Context: an optimization exercise on an open-source flow, tuned for small area. The choices shown serve that exercise and are no tape-out recipe.
The RTL was checked by simulation tests, not by an equivalence proof against the original design.
Power and IR drop assume default switching activity. The flow treats the clock pin as an ideal source, which a real chip does not have.

==> flow/design.v <==
`default_nettype none
package core_pkg;
    localparam logic [6:0] OP_OP     = 7'b0110011;
    localparam logic [6:0] OP_OPIMM  = 7'b0010011;
    localparam logic [6:0] OP_LUI    = 7'b0110111;
    localparam logic [6:0] OP_LOAD   = 7'b0000011;
    localparam logic [6:0] OP_STORE  = 7'b0100011;
    localparam logic [6:0] OP_BRANCH = 7'b1100011;
endpackage
`default_nettype wire
`default_nettype none
module reg_file
(
    input  logic       clk,
    input  logic       clr_i,     
    input  logic       wen_i,
    input  logic [4:0] wrd_i,
    input  logic       wbit_i,
    input  logic [4:0] rs1_i,
    input  logic [4:0] rs2_i,
    output logic       rs1_bit_o,
    output logic       rs2_bit_o
);
    logic [31:0] tap;
    logic [7:0]  dec_lo;
    logic [3:0]  dec_hi;
    always_comb begin
        for (int i = 0; i < 8; i++) begin
            dec_lo[i] = clr_i | (wen_i && wrd_i[2:0] == 3'(i));
        end
        for (int i = 0; i < 4; i++) begin
            dec_hi[i] = clr_i | (wrd_i[4:3] == 2'(i));
        end
    end
    assign tap[0] = 1'b0;
    genvar r;
    generate
        for (r = 1; r < 32; r++) begin : g_reg
            logic [31:0] q;
            logic        we;
            assign we = dec_lo[r % 8] & dec_hi[r / 8];
            always_ff @(posedge clk) begin
                q <= {we ? wbit_i : q[0], q[31:1]};
            end
            assign tap[r] = q[0];
        end
    endgenerate
    assign rs1_bit_o = tap[rs1_i];
    assign rs2_bit_o = tap[rs2_i];
endmodule
`default_nettype wire
`default_nettype none
module core_top
#(
    parameter logic [31:0] RESET_PC = 32'h0000_0000
) (
    input  logic        clk,
    input  logic        reset_i,
    output logic [31:0] pc_o,
    input  logic [31:0] inst_i,
    output logic        dmem_req_valid_o,
    input  logic        dmem_req_ready_i,
    output logic [64:0] dmem_req_o,
    input  logic [31:0] dmem_rdata_i,
    output logic        retire_valid_o,
    output logic [68:0] retire_o
);
    localparam logic [2:0] S_CLR  = 3'd0;
    localparam logic [2:0] S_EX   = 3'd1;
    localparam logic [2:0] S_MEM  = 3'd2;
    localparam logic [2:0] S_WAIT = 3'd3;
    localparam logic [2:0] S_PCU  = 3'd4;
    logic [2:0]  st_q;
    logic [4:0]  cnt_q;
    logic        c_q;         
    logic        tk_q;        
    logic [4:0]  rd_q;
    logic        wb_q;        
    logic [31:1] pc_q;        
    logic [31:0] addr_q;
    logic [31:0] wdata_q;
    logic        st_clr, st_ex, st_mem, st_wait, st_pcu;
    logic        last;
    logic [6:0]  opc;
    logic [2:0]  f3;
    logic        is_op, is_opimm, is_lui, is_load, is_store, is_br;
    logic        logic_op, sub;
    logic        t1, t2;
    logic        immb;
    logic        a, b;
    logic        cin, sum, cout;
    logic        lres, res;
    logic        tk_acc;
    logic        off, pc_a, pc_sum, pc_cout;
    logic        wbit;
    assign st_clr  = (st_q == S_CLR);
    assign st_ex   = (st_q == S_EX);
    assign st_mem  = (st_q == S_MEM);
    assign st_wait = (st_q == S_WAIT);
    assign st_pcu  = (st_q == S_PCU);
    assign last    = (cnt_q == 5'd31);
    assign opc      = inst_i[6:0];
    assign f3       = inst_i[14:12];
    assign is_op    = (opc == core_pkg::OP_OP);
    assign is_opimm = (opc == core_pkg::OP_OPIMM);
    assign is_lui   = (opc == core_pkg::OP_LUI);
    assign is_load  = (opc == core_pkg::OP_LOAD);
    assign is_store = (opc == core_pkg::OP_STORE);
    assign is_br    = (opc == core_pkg::OP_BRANCH);
    assign logic_op = is_op && (f3 == 3'b100 || f3 == 3'b110 || f3 == 3'b111);
    assign sub      = is_op && inst_i[30] && !logic_op;
    always_comb begin
        if (is_lui) begin
            immb = (cnt_q >= 5'd12) ? inst_i[cnt_q] : 1'b0;
        end else if (cnt_q >= 5'd12) begin
            immb = inst_i[31];
        end else if (cnt_q == 5'd11) begin
            immb = is_br ? inst_i[7] : inst_i[31];
        end else if (cnt_q >= 5'd5) begin
            immb = inst_i[5'd20 + cnt_q];
        end else if (is_store || is_br) begin
            immb = (is_br && cnt_q == 5'd0) ? 1'b0 : inst_i[5'd7 + cnt_q];
        end else begin
            immb = inst_i[5'd20 + cnt_q];
        end
    end
    assign wbit = wdata_q[0] && !st_clr;
    reg_file reg_file_i (
        .clk       (clk),
        .clr_i     (st_clr),
        .wen_i     (st_pcu && wb_q),
        .wrd_i     (rd_q),
        .wbit_i    (wbit),
        .rs1_i     (inst_i[19:15]),
        .rs2_i     (inst_i[24:20]),
        .rs1_bit_o (t1),
        .rs2_bit_o (t2)
    );
    assign a    = t1 && !(is_lui || is_br);
    assign b    = (is_op ? t2 : immb) ^ sub;
    assign cin  = (cnt_q == 5'd0) ? sub : c_q;
    assign sum  = a ^ b ^ cin;
    assign cout = (a & b) | (cin & (a ^ b));
    assign lres = f3[1] ? (f3[0] ? (t1 & t2) : (t1 | t2)) : (t1 ^ t2);
    assign res  = logic_op ? lres : sum;
    assign tk_acc = ((cnt_q == 5'd0) ? 1'b0 : tk_q) | (t1 ^ t2);
    assign off     = tk_q ? addr_q[0] : (cnt_q == 5'd2);
    assign pc_a    = (cnt_q == 5'd0) ? 1'b0 : pc_q[1];
    assign pc_sum  = pc_a ^ off ^ ((cnt_q == 5'd0) ? 1'b0 : c_q);
    assign pc_cout = (pc_a & off) | (((cnt_q == 5'd0) ? 1'b0 : c_q) & (pc_a ^ off));
    always_ff @(posedge clk) begin
        if (reset_i) begin
            st_q  <= S_CLR;
            cnt_q <= 5'd0;
        end else begin
            cnt_q <= cnt_q + 5'd1;
            case (st_q)
                S_CLR:   if (last) st_q <= S_EX;
                S_EX:    if (last) st_q <= (is_load || is_store) ? S_MEM : S_PCU;
                S_MEM:   if (dmem_req_ready_i) st_q <= last ? S_PCU : S_WAIT;
                S_WAIT:  if (last) st_q <= S_PCU;
                S_PCU:   if (last) st_q <= S_EX;
                default: st_q <= S_CLR;
            endcase
        end
    end
    always_ff @(posedge clk) begin
        if (st_ex) begin
            c_q  <= cout;
            tk_q <= last ? (is_br && (tk_acc ^ (f3 == 3'b000))) : tk_acc;
            rd_q <= inst_i[11:7];
            wb_q <= is_op || is_opimm || is_lui || is_load;
        end else if (st_pcu) begin
            c_q <= pc_cout;
        end
    end
    always_ff @(posedge clk) begin
        if (st_clr) begin
            pc_q <= {RESET_PC[cnt_q], pc_q[31:2]};
        end else if (st_pcu && cnt_q != 5'd0) begin
            pc_q <= {pc_sum, pc_q[31:2]};
        end
    end
    always_ff @(posedge clk) begin
        if (!st_mem) begin
            addr_q <= {sum, addr_q[31:1]};
        end
    end
    always_ff @(posedge clk) begin
        if (st_mem && dmem_req_ready_i) begin
            wdata_q <= dmem_rdata_i;
        end else if (!(st_mem || st_wait)) begin
            wdata_q <= {st_pcu ? wdata_q[0] : (is_store ? t2 : res), wdata_q[31:1]};
        end
    end
    assign pc_o             = {pc_q, 1'b0};
    assign dmem_req_valid_o = st_mem;
    assign dmem_req_o       = {addr_q, wdata_q, !wb_q};
    assign retire_valid_o   = st_pcu && (cnt_q == 5'd0);
    assign retire_o         = {pc_q, 1'b0, (wb_q ? rd_q : 5'd0), wdata_q};
endmodule
`default_nettype wire
clock: 6.0 ns
lec_check: 0
cap_margin: 20
core_margin: 2
core_utilization: 40
slew_margin: 20
standard.sh (not shown) runs the stock make flow with config.mk's settings and CLKGATE_MAP_FILE= SYNTH_SCRIPT=/design/flow/synth_recipe.tcl, a recipe that flattens the netlist after the stock synthesis.
==> flow/flow/run.sh <==
#!/bin/bash
# Standard layout, with the smallest buffer on the ports and larger clock-sink clusters.
set -euo pipefail
export BUFFER_PORTS_ARGS="-buffer_cell sky130_fd_sc_hd__buf_1"
export CTS_ARGS="-sink_clustering_enable -repair_clock_nets -sink_clustering_size 30 -sink_clustering_max_diameter 120 -dont_use_dummy_load"
bash standard.sh > flow_make.log 2>&1
Rerun with:
--- a/flow/design.v
+++ b/flow/design.v
@@ -108,21 +108,30 @@
     assign is_store = (opc == core_pkg::OP_STORE);
     assign is_br    = (opc == core_pkg::OP_BRANCH);
     assign logic_op = is_op && (f3 == 3'b100 || f3 == 3'b110 || f3 == 3'b111);
     assign sub      = is_op && inst_i[30] && !logic_op;
+    logic sb;
+    assign sb = is_store || is_br;
     always_comb begin
-        if (is_lui) begin
-            immb = (cnt_q >= 5'd12) ? inst_i[cnt_q] : 1'b0;
-        end else if (cnt_q >= 5'd12) begin
-            immb = inst_i[31];
-        end else if (cnt_q == 5'd11) begin
-            immb = is_br ? inst_i[7] : inst_i[31];
-        end else if (cnt_q >= 5'd5) begin
-            immb = inst_i[5'd20 + cnt_q];
-        end else if (is_store || is_br) begin
-            immb = (is_br && cnt_q == 5'd0) ? 1'b0 : inst_i[5'd7 + cnt_q];
+        if (cnt_q >= 5'd12) begin
+            immb = is_lui ? inst_i[cnt_q] : inst_i[31];
+        end else if (is_lui) begin
+            immb = 1'b0;
         end else begin
-            immb = inst_i[5'd20 + cnt_q];
+            case (cnt_q[3:0])
+                4'd0:    immb = is_store ? inst_i[7] : (is_br ? 1'b0 : inst_i[20]);
+                4'd1:    immb = sb ? inst_i[8]  : inst_i[21];
+                4'd2:    immb = sb ? inst_i[9]  : inst_i[22];
+                4'd3:    immb = sb ? inst_i[10] : inst_i[23];
+                4'd4:    immb = sb ? inst_i[11] : inst_i[24];
+                4'd5:    immb = inst_i[25];
+                4'd6:    immb = inst_i[26];
+                4'd7:    immb = inst_i[27];
+                4'd8:    immb = inst_i[28];
+                4'd9:    immb = inst_i[29];
+                4'd10:   immb = inst_i[30];
+                default: immb = is_br ? inst_i[7] : inst_i[31];
+            endcase
         end
     end
     assign wbit = wdata_q[0] && !st_clr;
     reg_file reg_file_i (
Result:
- The changed run went through all stages and came out clean
- wire length drops by 4.1%
- clock power barely changes
- cell count falls by 1.4%
- global-route usage shrinks by 0.24 points
- setup slack gains 0.20 ns
- critical path depth came out higher by 2
- count of clock-buffer cells in the layout does not change
- worst hold slack is better by 0.011 ns
- sequential share of layout area went up by 1.3 points
- area after synthesis went down by 1.6%
- synthesized cell count drops by 1.9%
- non-clock buffer count decreases by 1
- cell area drops by 1.6%
- power stays flat

[afterwards: timing with drivers on the ports]
Ports are ideal in the flow. The routed layouts listed here were re-timed in OpenROAD.
Step 1, drivers: a clkbuf_16 drives clk and a buf_2 each remaining input, both assumed.
Step 2, shift: input delay + t, output delay - t, t = (earliest + latest rising clock arrival at the registers) / 2. This alone moves slack from input paths to output paths.
a / b / c = ideal / step 1 / step 2; a / b = the first two.
| run | shift t [ns] | slack for setup (ns) | pins driven straight from the clock port |
|---|---|---|---|
| the first run | 0.635 | 1.865 / 1.888 / 1.253 | 1 |
| the second run | 0.637 | 2.060 / 1.996 / 1.359 | 1 |
After both steps setup and hold are still met in every run listed. The setup slack of the second run, which loses most, moves by -0.064 ns with the drivers and by -0.701 ns with both steps.
